This design comes from an exercise in tuning for small area, a short achievable clock period and few clock cycles per item on the open sky130 flow, not from production work.
Function was checked by simulation only, so behaviour that the tests miss may differ from the original.
No activity file was given, so power comes from the tool's default toggle rates.

File: flow/flow/run.sh
#!/bin/bash
# The standard layout, with plain buffers on the ports instead of the delay cells that
# buffer_ports would otherwise pick.
set -euo pipefail
export BUFFER_PORTS_ARGS="-buffer_cell sky130_fd_sc_hd__buf_2"
bash standard.sh > standard.log 2>&1
File: flow/standard.sh
#!/bin/bash
# synth_recipe.tcl (not shown) runs the flow's synth.tcl, then flattens the netlist and writes it again
# the make line also repeats each setting of config.mk as NAME=value (left out here)
make -C /OpenROAD-flow-scripts/flow DESIGN_CONFIG=/design/flow/config.mk WORK_HOME=/design/flow/orfs CLKGATE_MAP_FILE= SYNTH_SCRIPT=/design/flow/synth_recipe.tcl "${@:-finish}"
File: flow/config.mk
export PLATFORM = sky130hd
export DESIGN_NAME = pixel_window
export DESIGN_NICKNAME = pixel_window
export VERILOG_FILES = /design/flow/design.v
export SDC_FILE = /design/flow/constraint.sdc
export NUM_CORES = 4
export LEC_CHECK = 0
export CAP_MARGIN = 20
export CORE_MARGIN = 2
export CORE_UTILIZATION = 65
export CTS_CLUSTER_DIAMETER = 60
export CTS_CLUSTER_SIZE = 30
export PLACE_DENSITY = 0.75
export SETUP_SLACK_MARGIN = 3.0
export SLEW_MARGIN = 20
export TNS_END_PERCENT = 5
File: flow/constraint.sdc
create_clock -name core_clock -period 5.0 [get_ports {clk}]
set_input_delay 1.0000 -clock core_clock [delete_from_list [all_inputs] [get_ports {clk}]]
set_output_delay 1.0000 -clock core_clock [all_outputs]
set_load 0.01 [all_outputs]
File: flow/design.v
package pixel_pkg;
    typedef logic [24-1:0] pixel_t;
    typedef logic [$clog2(16+1)-1:0] col_t;
    typedef logic [$clog2(8+4)-1:0] row_t;
endpackage
package ctrl_pkg;
    typedef logic [2:0] bank_t;
    typedef enum logic [1:0] {
        FILL = 2'd0,
        RUN  = 2'd1,
        DONE = 2'd2
    } seq_state_e;
endpackage
module pixel_window (
    input  logic                      clk,
    input  logic                      rst_n,
    input  logic                      in_valid,
    output logic                      in_ready,
    input  pixel_pkg::pixel_t         in_pixel,
    output logic                      out_valid,
    input  logic                      out_ready,
    output pixel_pkg::pixel_t [15:0]  out_window,
    output logic                      frame_done
);
    localparam int W     = 16;
    localparam int H     = 8;
    localparam int PB    = 24;
    localparam int NPIX  = W * H;
    localparam int NELEM = W * (H + 2);
    localparam int CLEN  = 3 * W + 4;
    localparam int CW    = $clog2(W);
    localparam int SW    = $clog2(NELEM + 1);
    localparam int AW    = $clog2(NPIX + 1);
    typedef logic [PB-1:0] pixel_t;
    pixel_t          chain [0:CLEN-1];
    pixel_t          skid;
    logic            skid_v;      
    logic            virt;        
    logic            pend;        
    logic            top_row;     
    logic            win_flag;    
    logic            last;        
    logic [AW-1:0]   acc_cnt;
    logic [SW-1:0]   elem;        
    logic [SW-1:0]   elem_inc;
    logic            acc;
    logic            in_block;    
    logic            shift;
    logic            skid_v_next;
    logic [AW-1:0]   acc_cnt_next;
    pixel_t          new_elem;
    assign in_ready = !in_block;
    assign acc      = in_valid && !in_block;
    assign shift    = (pend || acc) && (!out_valid || out_ready);
    assign new_elem = virt ? chain[W-1] : (skid_v ? skid : in_pixel);
    assign skid_v_next  = skid_v ? !shift : (acc && !shift);
    assign acc_cnt_next = acc_cnt + AW'(acc);
    assign elem_inc     = elem + SW'(1);
    always_ff @(posedge clk or negedge rst_n) begin
        if (!rst_n) begin
            in_block   <= 1'b0;
            skid_v     <= 1'b0;
            virt       <= 1'b0;
            pend       <= 1'b0;
            top_row    <= 1'b1;
            win_flag   <= 1'b0;
            last       <= 1'b0;
            acc_cnt    <= '0;
            elem       <= '0;
            out_valid  <= 1'b0;
            frame_done <= 1'b0;
        end else begin
            skid_v    <= skid_v_next;
            acc_cnt   <= acc_cnt_next;
            in_block  <= skid_v_next || (acc_cnt_next == AW'(NPIX));
            if (shift) begin
                elem     <= elem_inc;
                virt     <= (elem_inc >= SW'(NPIX));
                top_row  <= (elem_inc < SW'(W));
                win_flag <= (elem_inc[SW-1:CW] >= (SW-CW)'(2)) && (elem_inc[CW-1:0] >= CW'(3));
                last     <= (elem_inc == SW'(NELEM));
            end
            pend      <= skid_v_next || (shift ? (elem_inc >= SW'(NPIX) && elem_inc != SW'(NELEM))
                                               : (virt && !last));
            out_valid <= shift ? win_flag : (out_valid && !out_ready);
            if (out_valid && out_ready && last) begin
                frame_done <= 1'b1;
            end
        end
    end
    always_ff @(posedge clk) begin
        if (acc && !shift) begin
            skid <= in_pixel;
        end
    end
    always_ff @(posedge clk) begin
        if (shift) begin
            chain[0] <= new_elem;
            for (int p = 1; p < CLEN; p++) begin
                chain[p] <= (p == W && top_row) ? new_elem : chain[p-1];
            end
        end
    end
    always_comb begin
        for (int j = 0; j < 4; j++) begin
            for (int i = 0; i < 4; i++) begin
                out_window[j*4 + i] = chain[(3-j)*W + (3-i)];
            end
        end
    end
endmodule
==> impl_summary.log, run 1 <==
INFO  metric synth_compound_gate_area_share = 0.00712
INFO  metric totalNegativeSetupSlack = 0 ns
INFO  metric drtIter0Drc = between 1000 and 1500
INFO  metric syn-mean-instance-area = roughly 27 µm²
INFO  metric worst_ir_drop_vdd = approximately 0.53 mV
INFO  metric cts-htree-levels = 2
INFO  metric synth-xor-area-share = 0.00326
INFO  metric tightestPinTransition = ~0.87 ns
INFO  metric fill_cells = 3309
INFO  metric final.setup_skew = around 0.026 ns
INFO  metric synth_enable_flop_cells = between 1000 and 1500
INFO  metric syn_nets = around 1500
INFO  metric post_synth_main_area_contributors = sky130_fd_sc_hd__edfxtp_1 (95%), sky130_fd_sc_hd__dfrtp_1 (1.5%), sky130_fd_sc_hd__mux2_2 (0.67%)
INFO  metric comb_power_share = 0.148
INFO  metric ys_types = 46
INFO  metric post-synth-top-area-fraction = 0.949
INFO  metric power_frac_seq = 0.679
INFO  metric cts.root.buffer_cell = sky130_fd_sc_hd__clkbuf_16
INFO  metric detailroute.via_count = about 15000
INFO  metric first_global_vias = 14300
INFO  metric grt_antenna_before_repair = 0
INFO  metric netlist_area = around 40000 µm²
INFO  metric die_w = 253 µm
INFO  metric drt_wl_total = ~54000 µm
INFO  metric post_synth_top_area_cell = sky130_fd_sc_hd__edfxtp_1
INFO  metric leak_pwr = about 16 nW
INFO  metric rr_worst_depth = 5
INFO  metric design.portCount = a little over 400
INFO  metric dp_slack = around 1.8 ns
INFO  metric synthCells = between 1000 and 1500
INFO  metric timing.setup.critical_path_class = register to output port
INFO  metric power.switching_fraction = 0.261
INFO  metric internal_power = ~23 mW
INFO  metric leading_cell_type_by_number_of_instances_after_synthesis = sky130_fd_sc_hd__edfxtp_1
INFO  metric setup.worst_path.start_class = register
INFO  metric nets = approximately 2000
INFO  metric antenna_left = 0
INFO  metric timing_max_transition_violations_final = 0
INFO  metric path_delay_family = flip-flops
INFO  metric clk-insertion-delay-late = 0.65 ns
INFO  metric critPathRequiredTime = 4.00 ns
INFO  metric drc_errors = 0
INFO  metric net-switching-power = 8.24 mW
INFO  metric hold_violations = 0
INFO  metric crit_slowest_cell = sky130_fd_sc_hd__edfxtp_1
INFO  metric drive_gt1_frac = 0.282
INFO  metric mux_cell_area_share_after_synthesis = 0.0127
INFO  metric grt_use_total = 0.163
INFO  metric first_pass_iters = 5
INFO  metric synthTopCellsByCount = sky130_fd_sc_hd__edfxtp_1 (1272), sky130_fd_sc_hd__nand2_1 (30), sky130_fd_sc_hd__o21ai_0 (29)
INFO  metric fp.coreArea = a little over 60000 µm²
INFO  metric setup-violations-final = 0
INFO  metric dieHeight = around 250 µm
INFO  metric status = finished clean
INFO  metric globalRoute.totalOverflow = 0
INFO  metric flow.area_growth_from_synthesis = 13.1%
INFO  metric cts_tree = built
INFO  metric die_area = roughly 64000 µm²
INFO  metric asyncSetResetFlopFracSynth = 0.0193
INFO  metric hold_slack = between 0.3 and 0.4 ns
INFO  metric cp_data_arrival_time = around 1.3 ns
INFO  metric cts_made_buffers = between 50 and 60
INFO  metric cp_slowest_stage_delay = 0.47 ns
INFO  metric min_period = approximately 2.3 ns
INFO  metric grt_setup_unrepaired = true
INFO  metric dp.final_hpwl = about 31000 µm
INFO  metric place.port_buffers = just over 400
INFO  metric cp_max_fo = 2
INFO  metric setup_ws = 2.71 ns
INFO  metric grt_first_pass_wirelength = ~80000 µm
INFO  metric final_min_period_over_clock_period = 0.458
INFO  metric synth_fa_ha_area_frac = 0.00124
INFO  metric clkPwrFrac = 0.173
INFO  metric grt_max_degree = 170
INFO  metric critical_path_cell_by_cell = buf_2
INFO  metric ys_seq_elements = roughly 1300
INFO  metric power_density = 692 nW/µm²
INFO  metric synth_top_family_by_area = multiplexers
INFO  metric endpoint_kind = output port
INFO  metric cts.clk_slew.worst_paths = 0.11 ns
INFO  metric initial_core_util = 0.655
INFO  metric path_buf_inv = 1
INFO  metric fmax = about 440 MHz
INFO  metric slew_headroom = 0.421
INFO  metric gp_congestion = between 0.7 and 0.8
INFO  metric yosysWarningCount = 2
INFO  metric synth_seq_area_share = 0.965
INFO  metric crit-reg2reg-launch = in_block$_DFF_PN0_
INFO  metric timing.max_cap.violations = 0
INFO  metric clock_tree.buffer_depth = 3
INFO  metric wl_per_cell = 19.1 µm
INFO  metric vias_per_cell = between 5 and 6
INFO  metric ys.flop_type = sky130_fd_sc_hd__edfxtp_1
INFO  metric cts_hold_buffers = 0
INFO  metric worst_setup_startpoint = chain[2][19]$_DFFE_PP_
INFO  metric placementRows = 91
INFO  metric hold_class = input port to async pin
INFO  metric number_of_sinks_handled_by_clock_tree_synthesis = around 1300
INFO  metric crit_cells = 1
INFO  metric post_synth_and_or_nand_nor_area_fraction = 0.00867
==> power by group through the flow <==
| stage | Sequential [mW] | Combinational [mW] | Clock [mW] |
|---|---|---|---|
| 3_5_place_dp | 21.7 | 4.47 | 0 |
| 2_1_floorplan | 21.9 | 1.55 | 0 |
| 6_report | 21.4 | 4.68 | 5.45 |
| 3_3_place_gp | 21.5 | 4.34 | 0 |
| 5_1_grt | 22.0 | 5.07 | 5.93 |
| 4_1_cts | 21.6 | 4.59 | 5.63 |
==> repair_timing <==
action	4_1_cts	5_1_grt
pin swaps	1	0
resized for setup	5	3
gates cloned	2	2
setup endpoints to repair	1540	1361
buffers inserted	7	10
hold endpoints to repair	0	0
==> state kept, by name, summed over array words and instances, names as in the netlist <==
register	flops
elem	8
out_valid	1
virt	1
in_block	1
last	1
win_flag	1
top_row	1
skid_v	1
chain	1248
acc_cnt	8
frame_done	1
pend	1
skid	24
==> logic make-up (layout without fill, tap and decap cells) <==
group / Yosys count / after routing
buf+inv: 20 / 544
fa+ha+maj: 4 / 4
flops: 1297 / 1297
xor+xnor: 15 / 15
simple gates: 68 / 68
compound gates: 46 / 46
other cells: 0 / 2
mux: 48 / 48
==> final cells by class <==
cell class,count,area (µm²),share of cell area
multi-input combinational,181,1350,0.0297
clock inverter,33,412,0.00904
timing repair inverter,1,16.3,0.000357
clock buffer,59,1390,0.0306
sequential,1297,38800,0.853
inverter,5,45.0,0.000989
antenna,2,5.00,0.000110
tap,790,988,0.0217
timing repair buffer,446,2490,0.0547
==> path summary, 6_finish.rpt <==
path / endpoint / slack (ns)
min in group core_clock: chain[13][4]$_DFFE_PP_ / 0.40
worst min register to register: chain[13][4]$_DFFE_PP_ / 0.40
max in group asynchronous: skid_v$_DFF_PN0_ / 4.25
worst min-delay path: virt$_DFFE_PN0P_ / 0.34
worst max-delay path: out_window[331] / 2.71
worst max register to register: chain[18][21]$_DFFE_PP_ / 2.80
==> stage by stage <==
stage | utilization | instances | total power, mW | cell area [µm²]
floorplan | - | 1498 | 23.5 | 40300
global placement | 0.706 | 2699 | 25.8 | 43400
finish | 0.740 | 2814 | 31.5 | 45500
detailed placement | 0.706 | 2699 | 26.2 | 43400
global route | 0.740 | 2812 | 33.0 | 45500
CTS | 0.738 | 2800 | 31.8 | 45400
==> cell usage in the layout (no fill, tap or decap), types with 3 or more instances in the layout <==
cell type | netlist | routed
sky130_fd_sc_hd__edfxtp_1 | 1272 | 1272
sky130_fd_sc_hd__buf_2 | 4 | 413
sky130_fd_sc_hd__clkbuf_16 | 0 | 57
sky130_fd_sc_hd__nand2_1 | 30 | 30
sky130_fd_sc_hd__o21ai_0 | 29 | 29
sky130_fd_sc_hd__mux2i_1 | 24 | 24
sky130_fd_sc_hd__mux2_2 | 24 | 24
sky130_fd_sc_hd__dfrtp_1 | 24 | 23
sky130_fd_sc_hd__buf_4 | 3 | 22
sky130_fd_sc_hd__xnor2_1 | 13 | 13
sky130_fd_sc_hd__nor2_1 | 10 | 10
sky130_fd_sc_hd__inv_8 | 0 | 8
sky130_fd_sc_hd__inv_6 | 0 | 7
sky130_fd_sc_hd__nand3_1 | 6 | 6
sky130_fd_sc_hd__bufinv_16 | 0 | 5
sky130_fd_sc_hd__nand4_1 | 4 | 4
sky130_fd_sc_hd__clkinv_1 | 1 | 4
sky130_fd_sc_hd__nor3_1 | 4 | 4
sky130_fd_sc_hd__ha_1 | 4 | 4
sky130_fd_sc_hd__clkinv_4 | 0 | 4
sky130_fd_sc_hd__clkbuf_1 | 8 | 4
sky130_fd_sc_hd__buf_12 | 0 | 4
sky130_fd_sc_hd__inv_1 | 3 | 3
sky130_fd_sc_hd__clkinv_2 | 0 | 3
sky130_fd_sc_hd__clkinv_8 | 0 | 3
sky130_fd_sc_hd__buf_16 | 0 | 3
==> metal layers <==
metal  GRT usage  vias up  share of wire
met3      0.0348       82          0.059
met2       0.247      437           0.46
met4      0.0499        0          0.025
met5           0        -              0
met1       0.245     7716           0.45
li1            -     6958              -
Testbench counts, summed over its fixed seeds: cycles 5,152, windows 3,328.
==> inputs of run 2 (changes only) <==
--- a/flow/config.mk
+++ b/flow/config.mk
@@ -11,6 +11,6 @@
 export CTS_CLUSTER_DIAMETER = 60
 export CTS_CLUSTER_SIZE = 30
 export PLACE_DENSITY = 0.75
-export SETUP_SLACK_MARGIN = 3.0
+export SETUP_SLACK_MARGIN = 2.8
 export SLEW_MARGIN = 20
 export TNS_END_PERCENT = 5
==> run 2 against run 1 <==
  * Wire length about the same
  * Fmax about the same
  * Synthesized cell count unchanged
  * Worst setup slack improved by 0.00065 ns
  * Critical path depth unchanged
  * Utilization about the same
  * Sequential share of layout area about the same
  * Still clean on timing, DRC and antenna
  * Clock skew increased by 0.00055 ns
  * Cell count about the same
  * First-iteration DRC count increased by 5.5%
  * Register-to-register slack about the same
==> impl_summary.log, run 2 <==
INFO  metric seqCellArea = 38800 µm² (unchanged)
INFO  metric wl_per_cell = 19.1 µm (about the same)
INFO  metric min_period = 2.29 ns (about the same)
INFO  metric cts-htree-levels = 2 (unchanged)
INFO  metric worst_ir_drop_vdd = 0.529 mV (about the same)
INFO  metric leading_cell_type_by_number_of_instances_after_synthesis = sky130_fd_sc_hd__edfxtp_1 (unchanged)
INFO  metric synth_compound_gate_area_share = 0.00712 (unchanged)
INFO  metric fmax = 437 MHz (about the same)
INFO  metric drt_wl_total = 53800 µm (was 53900 µm)
INFO  metric syn-mean-instance-area = 26.9 µm² (unchanged)
INFO  metric grt_setup_unrepaired = true (unchanged)
INFO  metric synthCells = 1498 (unchanged)
INFO  metric grt_antenna_before_repair = 0 (unchanged)
INFO  metric hold_class = input port to async pin (unchanged)
INFO  metric hold_violations = 0 (unchanged)
INFO  metric cts_hold_buffers = 0 (unchanged)
INFO  metric path_buf_inv = 1 (unchanged)
INFO  metric cts.clk_slew.worst_paths = 0.11 ns (about the same)
INFO  metric globalRoute.totalOverflow = 0 (unchanged)
INFO  metric dp.final_hpwl = 31300 µm (unchanged)
INFO  metric detailroute.via_count = 15100 (was 15200)
INFO  metric post_synth_top_area_cell = sky130_fd_sc_hd__edfxtp_1 (unchanged)
INFO  metric totalNegativeSetupSlack = 0 ns (unchanged)
INFO  metric largest-register = chain (unchanged)
INFO  metric vias_per_cell = 5.38 (was 5.40)
INFO  metric asyncSetResetFlopFracSynth = 0.0193 (unchanged)
INFO  metric internal_power = 23.3 mW (about the same)
INFO  metric total_power = 31.5 mW (about the same)
INFO  metric hold_slack = 0.332 ns (was 0.335 ns)
INFO  metric fill_cells = 3312 (was 3309)
INFO  metric drtIter0Drc = 1354 (was 1283)
INFO  metric mux_cell_area_share_after_synthesis = 0.0127 (unchanged)
INFO  metric leak_pwr = 16.2 nW (about the same)
INFO  metric cp_data_arrival_time = 1.29 ns (about the same)
INFO  metric final_core_utilization = 0.740 (about the same)
INFO  metric synth_enable_flop_cells = 1272 (unchanged)
INFO  metric tightestPinTransition = 0.857 ns (was 0.868 ns)
INFO  metric clk-insertion-delay-late = 0.64 ns (was 0.65 ns)
INFO  metric synth_seq_area_share = 0.965 (unchanged)
INFO  metric antenna_left = 0 (unchanged)
INFO  metric grt_use_total = 0.163 (unchanged)
INFO  metric synth-xor-area-share = 0.00326 (unchanged)
INFO  metric power_density = 692 nW/µm² (about the same)
INFO  metric cts_tree = built (unchanged)
INFO  metric ys_types = 46 (unchanged)
INFO  metric endpoint_kind = output port (unchanged)
INFO  metric initial_core_util = 0.655 (unchanged)
INFO  metric drc_errors = 0 (unchanged)
INFO  metric crit_slowest_cell = sky130_fd_sc_hd__edfxtp_1 (unchanged)
INFO  metric crit-reg2reg-launch = in_block$_DFF_PN0_ (unchanged)
INFO  metric nets = 2020 (was 2019)
INFO  metric setup-violations-final = 0 (unchanged)
INFO  metric footprint_of_the_multi_input_gates = 1350 µm² (unchanged)
INFO  metric timing_max_transition_violations_final = 0 (unchanged)
INFO  metric mostFrequentLayoutCells = sky130_fd_sc_hd__edfxtp_1 (1272), sky130_fd_sc_hd__buf_2 (412), sky130_fd_sc_hd__clkbuf_16 (57) (was sky130_fd_sc_hd__edfxtp_1 (1272), sky130_fd_sc_hd__buf_2 (413), sky130_fd_sc_hd__clkbuf_16 (57))
INFO  metric grt_max_degree = 170 (unchanged)
INFO  metric yosysWarningCount = 2 (unchanged)
INFO  metric number_of_sinks_handled_by_clock_tree_synthesis = 1297 (unchanged)
INFO  metric path_delay_family = flip-flops (unchanged)
INFO  metric timing.setup.critical_path_class = register to output port (unchanged)
INFO  metric critPathRequiredTime = 4.00 ns (about the same)
INFO  metric die_w = 253 µm (unchanged)
INFO  metric post-synth-top-area-fraction = 0.949 (unchanged)
INFO  metric flow.area_growth_from_synthesis = 13.1% (about the same)
INFO  metric synth_top_family_by_area = multiplexers (unchanged)
INFO  metric gp_congestion = 0.771 (unchanged)
INFO  metric synth_fa_ha_area_frac = 0.00124 (unchanged)
INFO  metric layout_commonest_cell = sky130_fd_sc_hd__edfxtp_1 (unchanged)
INFO  metric final_min_period_over_clock_period = 0.458 (about the same)
INFO  metric first_pass_iters = 5 (unchanged)
INFO  metric largest_register_ffs = 1248 (unchanged)
INFO  metric timing.max_cap.violations = 0 (unchanged)
INFO  metric first_global_vias = 14300 (unchanged)
INFO  metric syn_nets = 1530 (unchanged)
INFO  metric cts_made_buffers = 55 (unchanged)
INFO  metric net-switching-power = 8.23 mW (was 8.24 mW)
INFO  metric critical_path_cell_by_cell = buf_2 (unchanged)
INFO  metric die_area = 63900 µm² (unchanged)
INFO  metric comb_power_share = 0.148 (about the same)
INFO  metric clock_tree.buffer_depth = 3 (unchanged)
INFO  metric cts.root.buffer_cell = sky130_fd_sc_hd__clkbuf_16 (unchanged)
INFO  metric place.port_buffers = 414 (unchanged)
INFO  metric slew_headroom = 0.428 (was 0.421)
INFO  metric status = finished clean (unchanged)
INFO  metric setup.worst_path.start_class = register (unchanged)
INFO  metric post_synth_main_area_contributors = sky130_fd_sc_hd__edfxtp_1 (95%), sky130_fd_sc_hd__dfrtp_1 (1.5%), sky130_fd_sc_hd__mux2_2 (0.67%) (unchanged)
INFO  metric ys.flop_type = sky130_fd_sc_hd__edfxtp_1 (unchanged)
INFO  metric largestRegisters = chain x1248, skid x24 (unchanged)
INFO  metric ys_seq_elements = 1297 (unchanged)
INFO  metric fp.coreArea = 61500 µm² (unchanged)
INFO  metric drive_gt1_frac = 0.283 (was 0.282)
INFO  metric grt_first_pass_wirelength = 79900 µm (unchanged)
INFO  metric cp_slowest_stage_delay = 0.47 ns (about the same)
INFO  metric power.switching_fraction = 0.261 (about the same)
INFO  metric final.setup_skew = 0.0268 ns (was 0.0262 ns)
INFO  metric placementRows = 91 (unchanged)
INFO  metric post_synth_and_or_nand_nor_area_fraction = 0.00867 (unchanged)
INFO  metric netlist_area = 40200 µm² (unchanged)
INFO  metric worst_setup_startpoint = chain[0][20]$_DFFE_PP_ (was chain[2][19]$_DFFE_PP_)
INFO  metric synthTopCellsByCount = sky130_fd_sc_hd__edfxtp_1 (1272), sky130_fd_sc_hd__nand2_1 (30), sky130_fd_sc_hd__o21ai_0 (29) (unchanged)
INFO  metric dieHeight = 253 µm (unchanged)
INFO  metric clkPwrFrac = 0.173 (about the same)
INFO  metric design.portCount = 415 (unchanged)
INFO  metric cp_max_fo = 2 (unchanged)
INFO  metric power_frac_seq = 0.679 (about the same)
run 2: changes by cell type in the layout (fill, tap and decap cells not counted):
cell,before,now
sky130_fd_sc_hd__buf_12,4,3
sky130_fd_sc_hd__buf_6,1,3
sky130_fd_sc_hd__buf_2,413,412
sky130_fd_sc_hd__buf_4,22,23
run 2: per-stage QoR:
stage               setup WS [ns]  cell area, µm²  instances
global route                 2.64           45500       2813
global placement             1.91           43400       2699
detailed placement           1.84           43400       2699
CTS                          2.66           45400       2800
finish                       2.71           45500       2815
floorplan                   0.328           40300       1498
run 2: path summary, 6_finish.rpt:
check	end	slack (ns)	cells after the start
setup / recovery	out_window[380]	2.71	1
hold / removal	virt$_DFFE_PN0P_	0.33	1
setup reg to reg	chain[18][21]$_DFFE_PP_	2.81	5
hold reg to reg	chain[13][4]$_DFFE_PP_	0.40	0
max in group asynchronous	skid_v$_DFF_PN0_	4.26	1
min in group core_clock	chain[13][4]$_DFFE_PP_	0.40	0
run 2: kinds of logic after synthesis:
group	Yosys count
DFF	1297
and+or+nand+nor	68
muxes	48
AOI/OAI and AO/OA	46
buffers and inverters	20
xor gates and xnor gates	15
adders and majority gates	4
run 2: layout make-up:
cell class                 instances  area share
multi-input combinational        181      0.0297
timing repair buffer             447      0.0548
tap                              790      0.0217
inverter                           5    0.000989
clock buffer                      59      0.0306
antenna                            2    0.000110
clock inverter                    33     0.00904
timing repair inverter             1    0.000357
sequential                      1297       0.853
run 2: power by group through the flow:
stage                     Combinational, mW  Clock (mW)  Sequential (mW)
final                                  4.68        5.45             21.4
after global routing                   5.07        5.93             22.0
after CTS                              4.58        5.63             21.6
after detailed placement               4.47           0             21.7
after global placement                 4.34           0             21.5
after floorplan                        1.55           0             21.9
run 2: metal layers:
metal,vias to the layer above,share of wire,wire length (µm),global-route usage
li1,6960,-,-,-
met1,7665,0.45,24200,0.245
met2,431,0.46,25000,0.247
met3,81,0.061,3270,0.0348
met4,0,0.025,1320,0.0499
met5,-,0,0,0
run 2: timing repair:
action,in CTS,in global routing
pin swaps,1,0
gates cloned,2,2
endpoints found under the hold margin,0,0
gates resized for setup,3,4
setup endpoints to repair,1492,1177
setup buffers,7,11
==> inputs of run 3 (changes only) <==
--- a/flow/design.v
+++ b/flow/design.v
@@ -30,7 +30,6 @@
     localparam int CLEN  = 3 * W + 4;
     localparam int CW    = $clog2(W);
     localparam int SW    = $clog2(NELEM + 1);
-    localparam int AW    = $clog2(NPIX + 1);
     typedef logic [PB-1:0] pixel_t;
     pixel_t          chain [0:CLEN-1];
     pixel_t          skid;
@@ -40,22 +39,21 @@
     logic            top_row;     
     logic            win_flag;    
     logic            last;        
-    logic [AW-1:0]   acc_cnt;
     logic [SW-1:0]   elem;        
     logic [SW-1:0]   elem_inc;
     logic            acc;
     logic            in_block;    
     logic            shift;
     logic            skid_v_next;
-    logic [AW-1:0]   acc_cnt_next;
+    logic            virt_next;
     pixel_t          new_elem;
     assign in_ready = !in_block;
     assign acc      = in_valid && !in_block;
     assign shift    = (pend || acc) && (!out_valid || out_ready);
     assign new_elem = virt ? chain[W-1] : (skid_v ? skid : in_pixel);
     assign skid_v_next  = skid_v ? !shift : (acc && !shift);
-    assign acc_cnt_next = acc_cnt + AW'(acc);
     assign elem_inc     = elem + SW'(1);
+    assign virt_next    = shift ? (elem_inc >= SW'(NPIX)) : virt;
     always_ff @(posedge clk or negedge rst_n) begin
         if (!rst_n) begin
             in_block   <= 1'b0;
@@ -65,22 +63,20 @@
             top_row    <= 1'b1;
             win_flag   <= 1'b0;
             last       <= 1'b0;
-            acc_cnt    <= '0;
             elem       <= '0;
             out_valid  <= 1'b0;
             frame_done <= 1'b0;
         end else begin
             skid_v    <= skid_v_next;
-            acc_cnt   <= acc_cnt_next;
-            in_block  <= skid_v_next || (acc_cnt_next == AW'(NPIX));
+            in_block  <= skid_v_next || virt_next;
             if (shift) begin
                 elem     <= elem_inc;
-                virt     <= (elem_inc >= SW'(NPIX));
                 top_row  <= (elem_inc < SW'(W));
                 win_flag <= (elem_inc[SW-1:CW] >= (SW-CW)'(2)) && (elem_inc[CW-1:0] >= CW'(3));
                 last     <= (elem_inc == SW'(NELEM));
             end
-            pend      <= skid_v_next || (shift ? (elem_inc >= SW'(NPIX) && elem_inc != SW'(NELEM))
+            virt      <= virt_next;
+            pend      <= skid_v_next || (shift ? (virt_next && elem_inc != SW'(NELEM))
                                                : (virt && !last));
             out_valid <= shift ? win_flag : (out_valid && !out_ready);
             if (out_valid && out_ready && last) begin
--- a/flow/config.mk
+++ b/flow/config.mk
@@ -7,10 +7,10 @@
 export LEC_CHECK = 0
 export CAP_MARGIN = 20
 export CORE_MARGIN = 2
-export CORE_UTILIZATION = 65
+export CORE_UTILIZATION = 75
 export CTS_CLUSTER_DIAMETER = 60
 export CTS_CLUSTER_SIZE = 30
-export PLACE_DENSITY = 0.75
+export PLACE_DENSITY = 0.85
 export SETUP_SLACK_MARGIN = 2.8
 export SLEW_MARGIN = 20
 export TNS_END_PERCENT = 5
==> run 3 against run 2 <==
  * The flow now stops in clock tree synthesis
  * Synthesized cell count decreased by 2.0%
  * Area after synthesis decreased by 1.0%
==> impl_summary.log, run 3 <==
INFO  metric gp_congestion = 0.792 (was 0.771)
INFO  metric cts_hold_buffers = 0 (unchanged)
INFO  metric ys_types = 39 (was 46)
INFO  metric post_synth_main_area_contributors = sky130_fd_sc_hd__edfxtp_1 (96%), sky130_fd_sc_hd__dfrtp_1 (1.0%), sky130_fd_sc_hd__mux2_2 (0.68%) (was sky130_fd_sc_hd__edfxtp_1 (95%), sky130_fd_sc_hd__dfrtp_1 (1.5%), sky130_fd_sc_hd__mux2_2 (0.67%))
INFO  metric place.port_buffers = 414 (unchanged)
INFO  metric syn-mean-instance-area = 27.1 µm² (was 26.9 µm²)
INFO  metric cts.root.buffer_cell = sky130_fd_sc_hd__clkbuf_16 (unchanged)
INFO  metric post-cts-setup-buffers = 16 (was 7)
INFO  metric netlist_area = 39800 µm² (was 40200 µm²)
INFO  metric yosysWarningCount = 2 (unchanged)
INFO  metric status = stopped before the end (was finished clean)
INFO  metric cts-htree-levels = 2 (unchanged)
INFO  metric clock_tree.buffer_depth = 3 (unchanged)
INFO  metric cts_made_buffers = 54 (was 55)
INFO  metric ys_seq_elements = 1289 (was 1297)
INFO  metric die_w = 234 µm (was 253 µm)
INFO  metric post_synth_top_area_cell = sky130_fd_sc_hd__edfxtp_1 (unchanged)
INFO  metric dp.final_hpwl = 34300 µm (was 31300 µm)
INFO  metric first-error = [ERROR DPL-0033] detailed placement checks failed during check placement.
INFO  metric asyncSetResetFlopFracSynth = 0.0132 (was 0.0193)
INFO  metric number_of_sinks_handled_by_clock_tree_synthesis = 1289 (was 1297)
INFO  metric dieHeight = 234 µm (was 253 µm)
INFO  metric post-synth-top-area-fraction = 0.959 (was 0.949)
INFO  metric dp_slack = 1.75 ns (was 1.84 ns)
INFO  metric synth_enable_flop_cells = 1272 (unchanged)
INFO  metric dpl_cell_area = 42900 µm² (was 43400 µm²)
INFO  metric ys.flop_type = sky130_fd_sc_hd__edfxtp_1 (unchanged)
INFO  metric syn_nets = 1498 (was 1530)
INFO  metric stop_stage = clock tree synthesis
INFO  metric design.portCount = 415 (unchanged)
INFO  metric leading_cell_type_by_number_of_instances_after_synthesis = sky130_fd_sc_hd__edfxtp_1 (unchanged)
INFO  metric synthTopCellsByCount = sky130_fd_sc_hd__edfxtp_1 (1272), sky130_fd_sc_hd__nand2_1 (34), sky130_fd_sc_hd__o21ai_0 (28) (was sky130_fd_sc_hd__edfxtp_1 (1272), sky130_fd_sc_hd__nand2_1 (30), sky130_fd_sc_hd__o21ai_0 (29))
INFO  metric synth_seq_area_share = 0.970 (was 0.965)
INFO  metric cts_resized = 1 (was 3)
INFO  metric placementRows = 84 (was 91)
INFO  metric synthCells = 1468 (was 1498)
INFO  metric initial_core_util = 0.758 (was 0.655)
[run 3: changes by cell type after synthesis, moves of 3 or more]
cell and delta:
sky130_fd_sc_hd__nor2_1 +4, sky130_fd_sc_hd__dfrtp_1 -8, sky130_fd_sc_hd__nand3_1 -4, sky130_fd_sc_hd__nand2_1 +4, sky130_fd_sc_hd__nor3_1 -3, sky130_fd_sc_hd__nand4_1 -3, sky130_fd_sc_hd__buf_4 -3, sky130_fd_sc_hd__xnor2_1 -8
[run 3: how the worst max path moves through the flow]
stage              from                      end  cells after the start  slack (ns)
3_5_place_dp   in_valid  chain[46][14]$_DFFE_PP_                      5        1.75
3_3_place_gp   in_valid  chain[48][14]$_DFFE_PP_                      5        1.85
2_1_floorplan  in_valid       in_block$_DFF_PN0_                      5        0.47
[run 3: logic make-up after synthesis]
kind of cell,Yosys count,synth area share
compound gates,39,0.00575
mux,48,0.0128
flops,1289,0.970
buf+inv,18,0.00185
fa+ha+maj,2,0.000628
simple gates,64,0.00729
xor+xnor,8,0.00176
[run 3: through the flow]
step / util / cells
2_1_floorplan: - / 1468
3_3_place_gp: 0.816 / 2566
3_5_place_dp: 0.816 / 2566
[run 3: power groups by stage]
stage / registers [mW] / clock network (mW) / logic, mW
global placement: 22.5 / 0 / 5.14
detailed placement: 22.9 / 0 / 5.37
floorplan: 23.2 / 0 / 1.98
Testbench counts of run 3, summed over its fixed seeds: cycles 5,152, windows 3,328.
==> inputs of run 4 (changes only) <==
==> flow/flow/run.sh (replaced) <==
#!/bin/bash
# The standard layout, with plain buffers on the ports instead of the delay cells that
# buffer_ports would otherwise pick.
set -euo pipefail
export BUFFER_PORTS_ARGS="-buffer_cell sky130_fd_sc_hd__buf_1"
bash standard.sh > standard.log 2>&1
--- a/flow/config.mk
+++ b/flow/config.mk
@@ -7,10 +7,10 @@
 export LEC_CHECK = 0
 export CAP_MARGIN = 20
 export CORE_MARGIN = 2
-export CORE_UTILIZATION = 75
+export CORE_UTILIZATION = 70
 export CTS_CLUSTER_DIAMETER = 60
 export CTS_CLUSTER_SIZE = 30
-export PLACE_DENSITY = 0.85
+export PLACE_DENSITY = 0.8
 export SETUP_SLACK_MARGIN = 2.8
 export SLEW_MARGIN = 20
 export TNS_END_PERCENT = 5
==> run 4 against run 3 <==
  * Now clean on timing, DRC and antenna
  * Area after synthesis is the same
  * Synthesized cell count is the same
==> impl_summary.log, run 4 <==
INFO  metric number_of_sinks_handled_by_clock_tree_synthesis = 1289 (unchanged)
INFO  metric first_global_vias = approximately 15000
INFO  metric num_antenna_cells = 0
INFO  metric clk-insertion-delay-late = ~0.64 ns
INFO  metric post-synth-top-area-fraction = 0.959 (unchanged)
INFO  metric synth_seq_area_share = 0.970 (unchanged)
INFO  metric endpoint_kind = output port
INFO  metric slew_headroom = 0.460
INFO  metric ys_types = 39 (unchanged)
INFO  metric antenna_left = 0
INFO  metric totalNegativeSetupSlack = 0 ns
INFO  metric fp.coreArea = approximately 56000 µm²
INFO  metric synth_enable_flop_cells = 1272 (unchanged)
INFO  metric cp_data_arrival_time = approximately 1.3 ns
INFO  metric cp_slowest_stage_delay = 0.52 ns
INFO  metric post_synth_top_area_cell = sky130_fd_sc_hd__edfxtp_1 (unchanged)
INFO  metric placementRows = 87 (was 84)
INFO  metric synthCells = 1468 (unchanged)
INFO  metric cts.root.buffer_cell = sky130_fd_sc_hd__clkbuf_16 (unchanged)
INFO  metric die_w = 243 µm (was 234 µm)
INFO  metric gp_congestion = 0.831 (was 0.792)
INFO  metric global_route.usage.met3 = 0.0398
INFO  metric tightestPinTransition = between 0.8 and 0.9 ns
INFO  metric total_power = ~33 mW
INFO  metric synthTopCellsByCount = sky130_fd_sc_hd__edfxtp_1 (1272), sky130_fd_sc_hd__nand2_1 (34), sky130_fd_sc_hd__o21ai_0 (28) (unchanged)
INFO  metric die_area = between 50000 and 60000 µm²
INFO  metric grt_setup_unrepaired = true
INFO  metric clock_tree.buffer_depth = 3 (unchanged)
INFO  metric ys.flop_type = sky130_fd_sc_hd__edfxtp_1 (unchanged)
INFO  metric largest-register = chain
INFO  metric power.switching_fraction = 0.282
INFO  metric grt_max_degree = between 150 and 200
INFO  metric layout_commonest_cell = sky130_fd_sc_hd__edfxtp_1
INFO  metric grt_antenna_before_repair = 0
INFO  metric comb_power_share = 0.152
INFO  metric clkPwrFrac = 0.159
INFO  metric hold_violations = 0
INFO  metric vias_per_cell = 5.54
INFO  metric net-switching-power = 9.32 mW
INFO  metric final.setup_skew = about 0.028 ns
INFO  metric grt_first_pass_wirelength = 85800 µm
INFO  metric yosysWarningCount = 2 (unchanged)
INFO  metric post_synth_main_area_contributors = sky130_fd_sc_hd__edfxtp_1 (96%), sky130_fd_sc_hd__dfrtp_1 (1.0%), sky130_fd_sc_hd__mux2_2 (0.68%) (unchanged)
INFO  metric met1_usage = 0.276
INFO  metric cts-htree-levels = 2 (unchanged)
INFO  metric crit_slowest_cell = sky130_fd_sc_hd__edfxtp_1
INFO  metric power_density = about 750 nW/µm²
INFO  metric timing.setup.critical_path_class = register to output port
INFO  metric syn_nets = 1498 (unchanged)
INFO  metric drt_wl_total = between 50000 and 60000 µm
INFO  metric min_period = roughly 2.3 ns
INFO  metric first_pass_iters = 5
INFO  metric footprint_of_the_multi_input_gates = between 1000 and 1500 µm²
INFO  metric path_delay_family = flip-flops
INFO  metric place.port_buffers = 414 (unchanged)
INFO  metric flow.area_growth_from_synthesis = 11.3%
INFO  metric initial_core_util = 0.708 (was 0.758)
INFO  metric final_min_period_over_clock_period = 0.461
INFO  metric largestRegisters = chain x1248, skid x24, elem x8
INFO  metric critical_path_cell_by_cell = buf_1
INFO  metric cts.clk_slew.worst_paths = between 0.1 and 0.15 ns
INFO  metric dieHeight = 243 µm (was 234 µm)
INFO  metric largest_register_ffs = roughly 1200
INFO  metric status = finished clean (was stopped before the end)
INFO  metric worst_ir_drop_vdd = about 0.66 mV
INFO  metric leak_pwr = 14.6 nW
INFO  metric internal_power = between 20 and 25 mW
INFO  metric dp.final_hpwl = 32300 µm (was 34300 µm)
INFO  metric cts_hold_buffers = 0 (unchanged)
INFO  metric cts_tree = built
INFO  metric wl_per_cell = 21.1 µm
INFO  metric netlist_area = 39800 µm² (unchanged)
INFO  metric path_buf_inv = 1
INFO  metric drtIter0Drc = roughly 1400
INFO  metric globalRoute.totalOverflow = 0
INFO  metric setup.worst_path.start_class = register
INFO  metric detailroute.via_count = roughly 15000
INFO  metric critPathRequiredTime = 4.00 ns
INFO  metric global_route.peak_usage_layer = met2
INFO  metric setup-violations-final = 0
INFO  metric drc_errors = 0
INFO  metric seqCellArea = ~39000 µm²
INFO  metric fmax = 433 MHz
INFO  metric fill_cells = ~2700
INFO  metric cts_made_buffers = 53 (was 54)
INFO  metric ys_seq_elements = 1289 (unchanged)
INFO  metric asyncSetResetFlopFracSynth = 0.0132 (unchanged)
INFO  metric cp_max_fo = 2
INFO  metric timing.max_cap.violations = 0
INFO  metric leading_cell_type_by_number_of_instances_after_synthesis = sky130_fd_sc_hd__edfxtp_1 (unchanged)
INFO  metric design.portCount = 415 (unchanged)
INFO  metric grt_use_total = 0.194
INFO  metric hold_class = input port to async pin
INFO  metric global_route.usage.met2 = 0.313
INFO  metric drive_gt1_frac = 0.0668
INFO  metric syn-mean-instance-area = 27.1 µm² (unchanged)
INFO  metric mostFrequentLayoutCells = sky130_fd_sc_hd__edfxtp_1 (1272), sky130_fd_sc_hd__buf_1 (413), sky130_fd_sc_hd__clkbuf_16 (56)
INFO  metric nets = 1972
INFO  metric timing_max_transition_violations_final = 0
INFO  metric power_frac_seq = 0.689
-- run 4: cell counts after synthesis --
No cell type changed its count.
-- run 4: metrics by stage --
step / cell area [µm²] / worst slack, ns / util / cells / hold WS (ns)
3_5_place_dp: 42500 / 1.62 / 0.755 / 2637 / 0.405
4_1_cts: 44300 / 2.64 / 0.787 / 2729 / 0.416
2_1_floorplan: 39900 / 0.470 / - / 1468 / 0.400
6_report: 44300 / 2.69 / 0.787 / 2731 / 0.291
3_3_place_gp: 42500 / 1.69 / 0.755 / 2637 / 0.400
5_1_grt: 44300 / 2.64 / 0.787 / 2731 / 0.301
-- run 4: path summary, 6_finish.rpt --
kind                                              start                 endpoint  slack (ns)  cells after the start
worst min-delay path                              rst_n           pend$_DFF_PN0_        0.29                      1
worst max-delay path             chain[35][7]$_DFFE_PP_          out_window[103]        2.69                      1
max in group asynchronous                         rst_n      top_row$_DFFE_PN1P_        4.37                      1
worst max register to register      out_valid$_DFF_PN0_   chain[49][3]$_DFFE_PP_        2.83                      5
min in group core_clock         chain[41][19]$_DFFE_PP_  chain[42][19]$_DFFE_PP_        0.41                      0
worst min register to register  chain[41][19]$_DFFE_PP_  chain[42][19]$_DFFE_PP_        0.41                      0
-- run 4: metal layers --
| metal | routed length [µm] | up-vias |
|---|---|---|
| met5 | 0 | - |
| met1 | 24100 | 7669 |
| met3 | 3710 | 106 |
| met2 | 28400 | 552 |
| li1 | - | 6799 |
| met4 | 1560 | 0 |
-- run 4: cells by family after synthesis --
family,Yosys count,share of synthesized area
compound gates,39,0.00575
xor+xnor,8,0.00176
fa+ha+maj,2,0.000628
buf+inv,18,0.00185
flops,1289,0.970
mux,48,0.0128
simple gates,64,0.00729
-- run 4: layout make-up --
class,instances,share of cell area
Multi-Input combinational cell,161,0.0259
Sequential cell,1289,0.872
Timing Repair inverter,1,0.000367
Clock inverter,27,0.00669
Timing Repair Buffer,432,0.0417
Clock buffer,61,0.0316
Inverter,4,0.000932
Tap cell,756,0.0213
-- run 4: power by group through the flow --
stage          logic [mW]  registers [mW]  clock network, mW
2_1_floorplan        1.98            23.2                  0
3_3_place_gp         4.73            22.5                  0
3_5_place_dp         4.91            22.9                  0
4_1_cts              5.02            22.9               5.39
5_1_grt              5.45            23.4               5.70
6_report             5.03            22.7               5.25
-- run 4: what timing repair did --
item                        CTS  global route
gates resized for setup       1             1
setup buffers                 2             1
pin swaps                     1             0
setup endpoints to repair  1494           728
gates cloned                  2             1
==> inputs of run 5 (changes only) <==
--- a/flow/config.mk
+++ b/flow/config.mk
@@ -7,10 +7,10 @@
 export LEC_CHECK = 0
 export CAP_MARGIN = 20
 export CORE_MARGIN = 2
-export CORE_UTILIZATION = 70
+export CORE_UTILIZATION = 65
 export CTS_CLUSTER_DIAMETER = 60
 export CTS_CLUSTER_SIZE = 30
-export PLACE_DENSITY = 0.8
+export PLACE_DENSITY = 0.75
 export SETUP_SLACK_MARGIN = 2.8
 export SLEW_MARGIN = 20
 export TNS_END_PERCENT = 5
==> run 5 against run 4 <==
  * Largest power group unchanged
  * Clock skew shrank 0.0014 ns
  * Critical path depth unchanged
  * Critical endpoint is now out_window[282]
  * Clock power up 3%
  * Die area rose by 7.6%
  * Utilization down 4.9 points
  * Sequential share of layout area is 0.61 points lower
  * Wire length is 5.7% lower
  * Highest routed layer unchanged
==> impl_summary.log, run 5 <==
INFO  metric asyncSetResetFlopFracSynth = 0.0132 (unchanged)
INFO  metric final_min_period_over_clock_period = 0.457 (was 0.461)
INFO  metric dieHeight = 252 µm (was 243 µm)
INFO  metric drt_wl_total = 54400 µm (was 57700 µm)
INFO  metric timing.max_cap.violations = 0 (unchanged)
INFO  metric timing.setup.critical_path_class = register to output port (unchanged)
INFO  metric post_synth_top_area_cell = sky130_fd_sc_hd__edfxtp_1 (unchanged)
INFO  metric critical_path_cell_by_cell = clkbuf_2 (was buf_1)
INFO  metric leak_pwr = 14.8 nW (was 14.6 nW)
INFO  metric hold_violations = 0 (unchanged)
INFO  metric cts_tree = built (unchanged)
INFO  metric syn-mean-instance-area = 27.1 µm² (unchanged)
INFO  metric total_power = 33.1 mW (was 33.0 mW)
INFO  metric clk-insertion-delay-late = 0.64 ns (about the same)
INFO  metric netlist_area = 39800 µm² (unchanged)
INFO  metric drive_gt1_frac = 0.0910 (was 0.0668)
INFO  metric die_area = 63300 µm² (was 58800 µm²)
INFO  metric grt_max_degree = 138 (was 190)
INFO  metric cp_data_arrival_time = 1.29 ns (was 1.31 ns)
INFO  metric cts_made_buffers = 56 (was 53)
INFO  metric status = finished clean (unchanged)
INFO  metric footprint_of_the_multi_input_gates = 1150 µm² (unchanged)
INFO  metric flow.area_growth_from_synthesis = 12.1% (was 11.3%)
INFO  metric globalRoute.totalOverflow = 0 (unchanged)
INFO  metric cts-htree-levels = 2 (unchanged)
INFO  metric grt_antenna_before_repair = 1 (was 0)
INFO  metric final_core_utilization = 0.738 (was 0.787)
INFO  metric nets = 1993 (was 1972)
INFO  metric num_antenna_cells = 0 (unchanged)
INFO  metric place.port_buffers = 414 (unchanged)
INFO  metric vias_per_cell = 5.42 (was 5.54)
INFO  metric ff2ff_setup_slack = 2.87 ns (was 2.83 ns)
INFO  metric path_delay_family = flip-flops (unchanged)
INFO  metric setup-violations-final = 0 (unchanged)
INFO  metric layout_commonest_cell = sky130_fd_sc_hd__edfxtp_1 (unchanged)
INFO  metric tightestPinTransition = 0.984 ns (was 0.810 ns)
INFO  metric yosysWarningCount = 2 (unchanged)
INFO  metric setup_ws = 2.71 ns (was 2.69 ns)
INFO  metric synthTopCellsByCount = sky130_fd_sc_hd__edfxtp_1 (1272), sky130_fd_sc_hd__nand2_1 (34), sky130_fd_sc_hd__o21ai_0 (28) (unchanged)
INFO  metric cts_hold_buffers = 0 (unchanged)
INFO  metric hold_class = register to register (was input port to async pin)
INFO  metric dp.final_hpwl = 31400 µm (was 32300 µm)
INFO  metric ys_seq_elements = 1289 (unchanged)
INFO  metric largestRegisters = chain x1248, skid x24, elem x8 (unchanged)
INFO  metric global_route.usage.met3 = 0.0410 (was 0.0398)
INFO  metric timing_max_transition_violations_final = 0 (unchanged)
INFO  metric placed_cells = 2669 (was 2637)
INFO  metric cp_max_fo = 2 (unchanged)
INFO  metric synth_seq_area_share = 0.970 (unchanged)
INFO  metric antenna_left = 0 (unchanged)
INFO  metric slew_headroom = 0.344 (was 0.460)
INFO  metric grt_use_total = 0.165 (was 0.194)
INFO  metric worst_ir_drop_vdd = 0.513 mV (was 0.656 mV)
INFO  metric dpl_cell_area = 42600 µm² (was 42500 µm²)
INFO  metric totalNegativeSetupSlack = 0 ns (unchanged)
INFO  metric post-synth-top-area-fraction = 0.959 (unchanged)
INFO  metric seqCellArea = 38600 µm² (unchanged)
INFO  metric path_buf_inv = 1 (unchanged)
INFO  metric grt_first_pass_wirelength = 80000 µm (was 85800 µm)
INFO  metric cts.root.buffer_cell = sky130_fd_sc_hd__clkbuf_16 (unchanged)
INFO  metric met1_usage = 0.248 (was 0.276)
INFO  metric global_route.usage.met2 = 0.251 (was 0.313)
INFO  metric dp_slack = 1.59 ns (was 1.62 ns)
INFO  metric first_pass_iters = 5 (unchanged)
INFO  metric cp_slowest_stage_delay = 0.48 ns (was 0.52 ns)
INFO  metric ys_types = 39 (unchanged)
INFO  metric gp_congestion = 0.836 (was 0.831)
INFO  metric placementRows = 90 (was 87)
INFO  metric initial_core_util = 0.659 (was 0.708)
INFO  metric ys.flop_type = sky130_fd_sc_hd__edfxtp_1 (unchanged)
INFO  metric mostFrequentLayoutCells = sky130_fd_sc_hd__edfxtp_1 (1272), sky130_fd_sc_hd__buf_1 (389), sky130_fd_sc_hd__clkbuf_16 (57) (was sky130_fd_sc_hd__edfxtp_1 (1272), sky130_fd_sc_hd__buf_1 (413), sky130_fd_sc_hd__clkbuf_16 (56))
INFO  metric wl_per_cell = 19.6 µm (was 21.1 µm)
INFO  metric die_w = 252 µm (was 243 µm)
INFO  metric fill_cells = 3254 (was 2668)
INFO  metric final.setup_skew = 0.0267 ns (was 0.0281 ns)
INFO  metric synth_enable_flop_cells = 1272 (unchanged)
INFO  metric synthCells = 1468 (unchanged)
INFO  metric endpoint_kind = output port (unchanged)
INFO  metric min_period = 2.29 ns (was 2.31 ns)
INFO  metric critPathRequiredTime = 4.00 ns (about the same)
INFO  metric crit_slowest_cell = sky130_fd_sc_hd__edfxtp_1 (unchanged)
INFO  metric grt_setup_unrepaired = true (unchanged)
INFO  metric fp.coreArea = 60500 µm² (was 56300 µm²)
INFO  metric hold_slack = 0.411 ns (was 0.291 ns)
INFO  metric global_route.peak_usage_layer = met2 (unchanged)
INFO  metric post_synth_main_area_contributors = sky130_fd_sc_hd__edfxtp_1 (96%), sky130_fd_sc_hd__dfrtp_1 (1.0%), sky130_fd_sc_hd__mux2_2 (0.68%) (unchanged)
INFO  metric clock_tree.buffer_depth = 3 (unchanged)
INFO  metric leading_cell_type_by_number_of_instances_after_synthesis = sky130_fd_sc_hd__edfxtp_1 (unchanged)
INFO  metric power_density = 741 nW/µm² (was 745 nW/µm²)
INFO  metric largest_register_ffs = 1248 (unchanged)
INFO  metric cts.clk_slew.worst_paths = 0.11 ns (about the same)
INFO  metric syn_nets = 1498 (unchanged)
INFO  metric stdcell_count = 2781 (was 2731)
INFO  metric design.portCount = 415 (unchanged)
INFO  metric drc_errors = 0 (unchanged)
INFO  metric setup.worst_path.start_class = register (unchanged)
INFO  metric number_of_sinks_handled_by_clock_tree_synthesis = 1289 (unchanged)
INFO  metric drtIter0Drc = 1151 (was 1398)
INFO  metric final_design_area_no_fill = 44600 µm² (was 44300 µm²)
INFO  metric first_global_vias = 14200 (was 14600)
INFO  metric largest-register = chain (unchanged)
INFO  metric detailroute.via_count = 15100 (about the same)
INFO  metric fmax = 437 MHz (was 433 MHz)
==> run 5: cells by family (layout without fill, tap and decap cells) <==
| group | count (synthesis) | after routing | synth area share |
|---|---|---|---|
| XOR/XNOR | 8 | 8 | 0.00176 |
| multiplexers | 48 | 48 | 0.0128 |
| AND/OR/NAND/NOR | 64 | 64 | 0.00729 |
| adder cells (fa/ha/maj) | 2 | 2 | 0.000628 |
| flip-flops | 1289 | 1289 | 0.970 |
| AO/OA/AOI/OAI | 39 | 39 | 0.00575 |
| buffers and inverters | 18 | 549 | 0.00185 |
==> run 5: what timing repair did <==
action	CTS	global route
buffers inserted	2	15
cloned	1	0
gates resized for setup	2	42
pin swaps	1	0
setup endpoints to repair	1471	542
==> run 5: per-layer routing <==
metal  vias to the layer above  part of all wire
met5                         -                 0
met4                         0             0.022
met3                        81             0.068
li1                       6850                 -
met1                      7657              0.44
met2                       486              0.47
==> run 5: final cells by class <==
type / count / share of cell area
Sequential cell: 1289 / 0.865
Timing Repair Buffer: 450 / 0.0449
Clock buffer: 63 / 0.0325
Multi-Input combinational cell: 161 / 0.0257
Tap cell: 782 / 0.0219
Clock inverter: 31 / 0.00824
Inverter: 4 / 0.000925
Timing Repair inverter: 1 / 0.000364
==> run 5: final timing paths <==
| check | from | cells past startpoint | to |
|---|---|---|---|
| min reg2reg | chain[24][18]$_DFFE_PP_ | 0 | chain[25][18]$_DFFE_PP_ |
| min | chain[24][18]$_DFFE_PP_ | 0 | chain[25][18]$_DFFE_PP_ |
| max reg2reg | in_block$_DFF_PN0_ | 7 | elem[2]$_DFFE_PN0P_ |
| max in group asynchronous | rst_n | 1 | elem[2]$_DFFE_PN0P_ |
| min in group asynchronous | rst_n | 1 | in_block$_DFF_PN0_ |
| max | chain[16][18]$_DFFE_PP_ | 1 | out_window[282] |
==> run 5: power breakdown <==
part | total [mW] | leakage [nW] | internal, mW | switching [mW]
Sequential | 22.5 | 12.7 | 20.3 | 2.20
Clock | 5.42 | 0.864 | 2.30 | 3.13
Combinational | 5.12 | 1.22 | 1.22 | 3.91
Total | 33.1 | 14.8 | 23.9 | 9.24
==> inputs of run 6 (changes only) <==
--- a/flow/config.mk
+++ b/flow/config.mk
@@ -6,9 +6,10 @@
 export NUM_CORES = 4
 export LEC_CHECK = 0
 export CAP_MARGIN = 20
+export CORE_ASPECT_RATIO = 0.5
 export CORE_MARGIN = 2
 export CORE_UTILIZATION = 65
-export CTS_CLUSTER_DIAMETER = 60
+export CTS_CLUSTER_DIAMETER = 120
 export CTS_CLUSTER_SIZE = 30
 export PLACE_DENSITY = 0.75
 export SETUP_SLACK_MARGIN = 2.8
==> run 6 against run 5 <==
  * Worst setup slack better by 0.0016 ns
  * Via count is 2.8% lower
  * Cell count is 0.14% higher
  * Wire length is 4.8% lower
  * First-iteration DRC count is 2.2% lower
  * Critical path type unchanged
  * Largest cell class unchanged
  * Highest routed layer unchanged
==> impl_summary.log, run 6 <==
INFO  metric synthTopCellsByCount = sky130_fd_sc_hd__edfxtp_1 (1272), sky130_fd_sc_hd__nand2_1 (34), sky130_fd_sc_hd__o21ai_0 (28) (unchanged)
INFO  metric drive_gt1_frac = 0.0582 (was 0.0910)
INFO  metric cts-htree-levels = 2 (unchanged)
INFO  metric post-synth-top-area-fraction = 0.959 (unchanged)
INFO  metric hold_violations = 0 (unchanged)
INFO  metric timing_max_transition_violations_final = 0 (unchanged)
INFO  metric tightestPinTransition = 0.890 ns (was 0.984 ns)
INFO  metric worst_setup_startpoint = chain[0][17]$_DFFE_PP_ (was chain[16][18]$_DFFE_PP_)
INFO  metric crit-reg2reg-launch = in_block$_DFF_PN0_ (unchanged)
INFO  metric final_core_utilization = 0.724 (was 0.738)
INFO  metric fmax = 437 MHz (about the same)
INFO  metric grt_first_pass_wirelength = 75600 µm (was 80000 µm)
INFO  metric critical_path_cell_by_cell = buf_1 (was clkbuf_2)
INFO  metric wl_per_cell = 18.6 µm (was 19.6 µm)
INFO  metric ys_types = 39 (unchanged)
INFO  metric dp.final_hpwl = 30600 µm (was 31400 µm)
INFO  metric first_pass_iters = 5 (unchanged)
INFO  metric clk-insertion-delay-late = 0.61 ns (was 0.64 ns)
INFO  metric cp_data_arrival_time = 1.29 ns (about the same)
INFO  metric drc_errors = 0 (unchanged)
INFO  metric timing.setup.critical_path_class = register to output port (unchanged)
INFO  metric layout_commonest_cell = sky130_fd_sc_hd__edfxtp_1 (unchanged)
INFO  metric first_global_vias = 13600 (was 14200)
INFO  metric power_frac_seq = 0.702 (was 0.681)
INFO  metric die_w = 354 µm (was 252 µm)
INFO  metric status = finished clean (unchanged)
INFO  metric crit_slowest_cell = sky130_fd_sc_hd__edfxtp_1 (unchanged)
INFO  metric endpoint_kind = output port (unchanged)
INFO  metric cts.root.buffer_cell = sky130_fd_sc_hd__clkbuf_16 (unchanged)
INFO  metric cts_hold_buffers = 0 (unchanged)
INFO  metric synth_seq_area_share = 0.970 (unchanged)
INFO  metric ys.flop_type = sky130_fd_sc_hd__edfxtp_1 (unchanged)
INFO  metric ys_seq_elements = 1289 (unchanged)
INFO  metric path_delay_family = flip-flops (unchanged)
INFO  metric internal_power = 23.3 mW (was 23.9 mW)
INFO  metric grt_setup_unrepaired = true (unchanged)
INFO  metric grt_max_degree = 145 (was 138)
INFO  metric globalRoute.totalOverflow = 0 (unchanged)
INFO  metric drt_wl_total = 51700 µm (was 54400 µm)
INFO  metric asyncSetResetFlopFracSynth = 0.0132 (unchanged)
INFO  metric grt_antenna_before_repair = 1 (unchanged)
INFO  metric flow.area_growth_from_synthesis = 10.6% (was 12.1%)
INFO  metric gp_congestion = 0.800 (was 0.836)
INFO  metric nets = 1979 (was 1993)
INFO  metric net-switching-power = 8.74 mW (was 9.24 mW)
INFO  metric placementRows = 64 (was 90)
INFO  metric cts.clk_slew.worst_paths = 0.11 ns (about the same)
INFO  metric hold_path_startpoint = chain[8][20]$_DFFE_PP_ (was chain[24][18]$_DFFE_PP_)
INFO  metric hold_class = register to register (unchanged)
INFO  metric setup.worst_path.start_class = register (unchanged)
INFO  metric synthCells = 1468 (unchanged)
INFO  metric vias_per_cell = 5.26 (was 5.42)
INFO  metric worst_ir_drop_vdd = 0.411 mV (was 0.513 mV)
INFO  metric syn_nets = 1498 (unchanged)
INFO  metric syn-mean-instance-area = 27.1 µm² (unchanged)
INFO  metric comb_power_share = 0.155 (about the same)
INFO  metric detailroute.via_count = 14600 (was 15100)
INFO  metric cts_tree = built (unchanged)
INFO  metric synth_enable_flop_cells = 1272 (unchanged)
INFO  metric cts_made_buffers = 48 (was 56)
INFO  metric slew_headroom = 0.407 (was 0.344)
INFO  metric post_synth_top_area_cell = sky130_fd_sc_hd__edfxtp_1 (unchanged)
INFO  metric clkPwrFrac = 0.143 (was 0.164)
INFO  metric design.portCount = 415 (unchanged)
INFO  metric largestRegisters = chain x1248, skid x24, elem x8 (unchanged)
INFO  metric drtIter0Drc = 1126 (was 1151)
INFO  metric leak_pwr = 14.4 nW (was 14.8 nW)
INFO  metric grt_use_total = 0.156 (was 0.165)
INFO  metric totalNegativeSetupSlack = 0 ns (unchanged)
INFO  metric number_of_sinks_handled_by_clock_tree_synthesis = 1289 (unchanged)
INFO  metric power.switching_fraction = 0.273 (was 0.279)
INFO  metric timing.max_cap.violations = 0 (unchanged)
INFO  metric setup-violations-final = 0 (unchanged)
INFO  metric die_area = 63400 µm² (was 63300 µm²)
INFO  metric critPathRequiredTime = 4.00 ns (about the same)
INFO  metric leading_cell_type_by_number_of_instances_after_synthesis = sky130_fd_sc_hd__edfxtp_1 (unchanged)
INFO  metric post_synth_main_area_contributors = sky130_fd_sc_hd__edfxtp_1 (96%), sky130_fd_sc_hd__dfrtp_1 (1.0%), sky130_fd_sc_hd__mux2_2 (0.68%) (unchanged)
INFO  metric path_buf_inv = 1 (unchanged)
INFO  metric mostFrequentLayoutCells = sky130_fd_sc_hd__edfxtp_1 (1272), sky130_fd_sc_hd__buf_1 (414), sky130_fd_sc_hd__clkbuf_16 (50) (was sky130_fd_sc_hd__edfxtp_1 (1272), sky130_fd_sc_hd__buf_1 (389), sky130_fd_sc_hd__clkbuf_16 (57))
INFO  metric fp.coreArea = 60900 µm² (was 60500 µm²)
INFO  metric netlist_area = 39800 µm² (unchanged)
INFO  metric yosysWarningCount = 2 (unchanged)
INFO  metric cp_slowest_stage_delay = 0.51 ns (was 0.48 ns)
INFO  metric dieHeight = 179 µm (was 252 µm)
INFO  metric power_density = 727 nW/µm² (was 741 nW/µm²)
INFO  metric place.port_buffers = 414 (unchanged)
INFO  metric clock_tree.buffer_depth = 3 (unchanged)
INFO  metric min_period = 2.29 ns (about the same)
INFO  metric cp_max_fo = 2 (unchanged)
INFO  metric largest-register = chain (unchanged)
INFO  metric largest_register_ffs = 1248 (unchanged)
INFO  metric final.setup_skew = 0.0279 ns (was 0.0267 ns)
INFO  metric initial_core_util = 0.654 (was 0.659)
INFO  metric final_min_period_over_clock_period = 0.457 (about the same)
INFO  metric antenna_left = 0 (unchanged)
run 6: changes by cell type in the layout (fill, tap and decap cells not counted), sizes merged, moves of 2 or more:
cell      change
clkbuf       -21
clkinv       -14
buf          +12
inv           -9
clkinvlp      -6
bufinv        -2
run 6: cell type report:
class,count,area [µm²]
inverter,4,41.3
fill,3483,16800
tap,825,1030
timing repair buffer,444,1910
sequential,1289,38600
antenna,1,2.50
clock buffer,60,1270
timing repair inverter,1,16.3
multi-input combinational,161,1150
run 6: path summary, 6_finish.rpt:
path	to	slack [ns]	cells after the start
min reg2reg	chain[9][20]$_DFFE_PP_	0.42	0
min	chain[9][20]$_DFFE_PP_	0.42	0
max in group asynchronous	pend$_DFF_PN0_	3.98	1
min in group asynchronous	elem[3]$_DFFE_PN0P_	0.47	1
max	out_window[377]	2.71	1
max reg2reg	chain[44][12]$_DFFE_PP_	2.73	6
run 6: routing by layer:
metal / global-route usage / share of wire
met1: 0.223 / 0.44
met3: 0.0298 / 0.042
met2: 0.254 / 0.50
met5: 0 / 0
met4: 0.0411 / 0.022
run 6: cell families after synthesis:
family	count (synthesis)	synth area share
AO/OA/AOI/OAI	39	0.00575
adder cells (fa/ha/maj)	2	0.000628
XOR/XNOR	8	0.00176
buffers and inverters	18	0.00185
multiplexers	48	0.0128
flip-flops	1289	0.970
AND/OR/NAND/NOR	64	0.00729
run 6: repair_timing:
| action | 4_1_cts | 5_1_grt |
|---|---|---|
| endpoints found under the hold margin | 0 | 0 |
| resized for setup | 1 | 1 |
| cloned | 1 | 1 |
| pin swaps | 1 | 0 |
| buffers inserted | 4 | 1 |
| setup endpoints to repair | 1469 | 625 |
run 6: per-stage QoR:
| step | power (mW) | cell area, µm² | hold slack, ns | setup slack, ns | cells |
|---|---|---|---|---|---|
| finish | 32.0 | 44000 | 0.419 | 2.71 | 2785 |
| global route | 33.6 | 44000 | 0.431 | 2.67 | 2785 |
| CTS | 32.4 | 44000 | 0.415 | 2.69 | 2782 |
| detailed placement | 27.7 | 42700 | 0.405 | 1.59 | 2717 |
| global placement | 27.3 | 42700 | 0.400 | 1.65 | 2717 |
| floorplan | 25.1 | 39900 | 0.400 | 0.470 | 1468 |
run 6: power by group through the flow:
stage | Sequential, mW | Clock (mW) | Combinational, mW
floorplan | 23.2 | 0 | 1.98
global placement | 22.5 | 0 | 4.79
detailed placement | 22.8 | 0 | 4.93
CTS | 22.6 | 4.74 | 5.01
global route | 23.1 | 5.08 | 5.47
finish | 22.4 | 4.59 | 4.97
==> inputs of run 7 (changes only) <==
--- a/flow/config.mk
+++ b/flow/config.mk
@@ -6,7 +6,6 @@
 export NUM_CORES = 4
 export LEC_CHECK = 0
 export CAP_MARGIN = 20
-export CORE_ASPECT_RATIO = 0.5
 export CORE_MARGIN = 2
 export CORE_UTILIZATION = 65
 export CTS_CLUSTER_DIAMETER = 120
==> run 7 against run 6 <==
  * Still clean on timing, DRC and antenna
  * Worst setup slack better by 0.011 ns
  * Worst hold slack is essentially flat
  * Global-route usage rose by 0.81 points
  * Clock skew about the same
  * Cell count decreased by 0.93%
  * Synthesized cell count unchanged
  * Non-clock buffer count is 17 higher
  * Combinational power grew 5.6%
  * Critical path depth unchanged
  * Design area up 0.40%
  * Wire length increased by 4.4%
  * Highest routed layer unchanged
==> impl_summary.log, run 7 <==
INFO  metric status = finished clean (unchanged)
INFO  metric total_power = 32.3 mW (was 32.0 mW)
INFO  metric critPathRequiredTime = 4.00 ns (about the same)
INFO  metric cts-htree-levels = 2 (unchanged)
INFO  metric endpoint_kind = output port (unchanged)
INFO  metric synth-xor-area-share = 0.00176 (unchanged)
INFO  metric synth_enable_flop_cells = 1272 (unchanged)
INFO  metric grt_antenna_before_repair = 1 (unchanged)
INFO  metric synth_compound_gate_area_share = 0.00575 (unchanged)
INFO  metric design.portCount = 415 (unchanged)
INFO  metric tightestPinTransition = 0.997 ns (was 0.890 ns)
INFO  metric grt_use_total = 0.164 (was 0.156)
INFO  metric fmax = 440 MHz (was 437 MHz)
INFO  metric drc_errors = 0 (unchanged)
INFO  metric die_area = 63300 µm² (was 63400 µm²)
INFO  metric fill_cells = 3282 (was 3483)
INFO  metric synth_seq_area_share = 0.970 (unchanged)
INFO  metric cts.clk_slew.worst_paths = 0.11 ns (about the same)
INFO  metric flow.area_growth_from_synthesis = 11.0% (was 10.6%)
INFO  metric final_min_period_over_clock_period = 0.455 (was 0.457)
INFO  metric die_w = 252 µm (was 354 µm)
INFO  metric hold_violations = 0 (unchanged)
INFO  metric hold_class = register to register (unchanged)
INFO  metric clk-insertion-delay-late = 0.61 ns (about the same)
INFO  metric detailroute.via_count = 15000 (was 14600)
INFO  metric syn-mean-instance-area = 27.1 µm² (unchanged)
INFO  metric path_buf_inv = 1 (unchanged)
INFO  metric crit_slowest_cell = sky130_fd_sc_hd__edfxtp_1 (unchanged)
INFO  metric drtIter0Drc = 1313 (was 1126)
INFO  metric grt_setup_unrepaired = true (unchanged)
INFO  metric vias_per_cell = 5.44 (was 5.26)
INFO  metric fp.coreArea = 60500 µm² (was 60900 µm²)
INFO  metric grt_max_degree = 138 (was 145)
INFO  metric cts_tree = built (unchanged)
==> run 7: changes by cell type in the layout (fill, tap and decap cells not counted) <==
cell                       previous run  this run
sky130_fd_sc_hd__buf_1              414       377
sky130_fd_sc_hd__buf_6                1        10
sky130_fd_sc_hd__buf_4               20        37
sky130_fd_sc_hd__clkbuf_2             0        28
==> run 7: layer usage <==
layer	vias up	share of wire	track usage
met5	-	0	0
met4	0	0.020	0.0418
met1	7670	0.45	0.249
met3	78	0.062	0.0361
li1	6811	-	-
met2	459	0.47	0.250
==> run 7: final timing paths <==
check	depth (start not counted)	end	from	slack, ns
worst max-delay path	1	out_window[282]	chain[16][18]$_DFFE_PP_	2.73
worst min-delay path	0	chain[40][3]$_DFFE_PP_	chain[39][3]$_DFFE_PP_	0.42
worst max register to register	5	chain[32][20]$_DFFE_PP_	in_block$_DFF_PN0_	2.86
worst min register to register	0	chain[40][3]$_DFFE_PP_	chain[39][3]$_DFFE_PP_	0.42
max in group asynchronous	1	elem[2]$_DFFE_PN0P_	rst_n	3.88
min in group asynchronous	1	in_block$_DFF_PN0_	rst_n	0.51
==> run 7: kinds of logic (layout without fill, tap and decap cells) <==
kind of cell | after synthesis | count (layout)
DFF | 1289 | 1289
and+or+nand+nor | 64 | 64
muxes | 48 | 48
AOI/OAI and AO/OA | 39 | 39
buffers and inverters | 18 | 526
xor gates and xnor gates | 8 | 8
adders and majority gates | 2 | 2
other | 0 | 1
==> run 7: area by class of cell <==
| cell class | instances | share of cell area |
|---|---|---|
| Inverter | 4 | 0.000934 |
| Sequential cell | 1289 | 0.874 |
| Multi-Input combinational cell | 161 | 0.0259 |
| Timing Repair Buffer | 461 | 0.0484 |
| Timing Repair inverter | 1 | 0.000368 |
| Clock buffer | 60 | 0.0287 |
| Tap cell | 782 | 0.0221 |
| Antenna cell | 1 | 0.0000566 |
==> run 7: per-stage QoR <==
stage               instances  utilization  hold slack [ns]  cell area [µm²]  setup WS, ns
global placement         2669        0.704            0.401            42600          1.63
finish                   2759        0.731            0.418            44200          2.73
detailed placement       2669        0.704            0.405            42600          1.59
floorplan                1468            -            0.400            39900         0.470
CTS                      2732        0.726            0.410            43900          2.68
global route             2758        0.731            0.414            44200          2.67
==> run 7: power by group <==
| group | switching (mW) | internal (mW) |
|---|---|---|
| Sequential | 2.18 | 20.3 |
| Clock | 2.78 | 1.80 |
| Combinational | 3.94 | 1.31 |
==> run 7: timing repair <==
| action | 4_1_cts | 5_1_grt |
|---|---|---|
| endpoints found under the setup margin | 1380 | 830 |
| pin swaps | 1 | 0 |
| resized for setup | 2 | 62 |
| setup buffers | 2 | 25 |
| cloned | 1 | 1 |

Setup slack of run 7, layout unchanged: 2.726 ns with ideal ports, 2.668 ns with driving cells assumed (clock clkbuf_16, inputs buf_2), 2.123 ns with port delays also shifted by the 0.659 ns mid clock arrival.
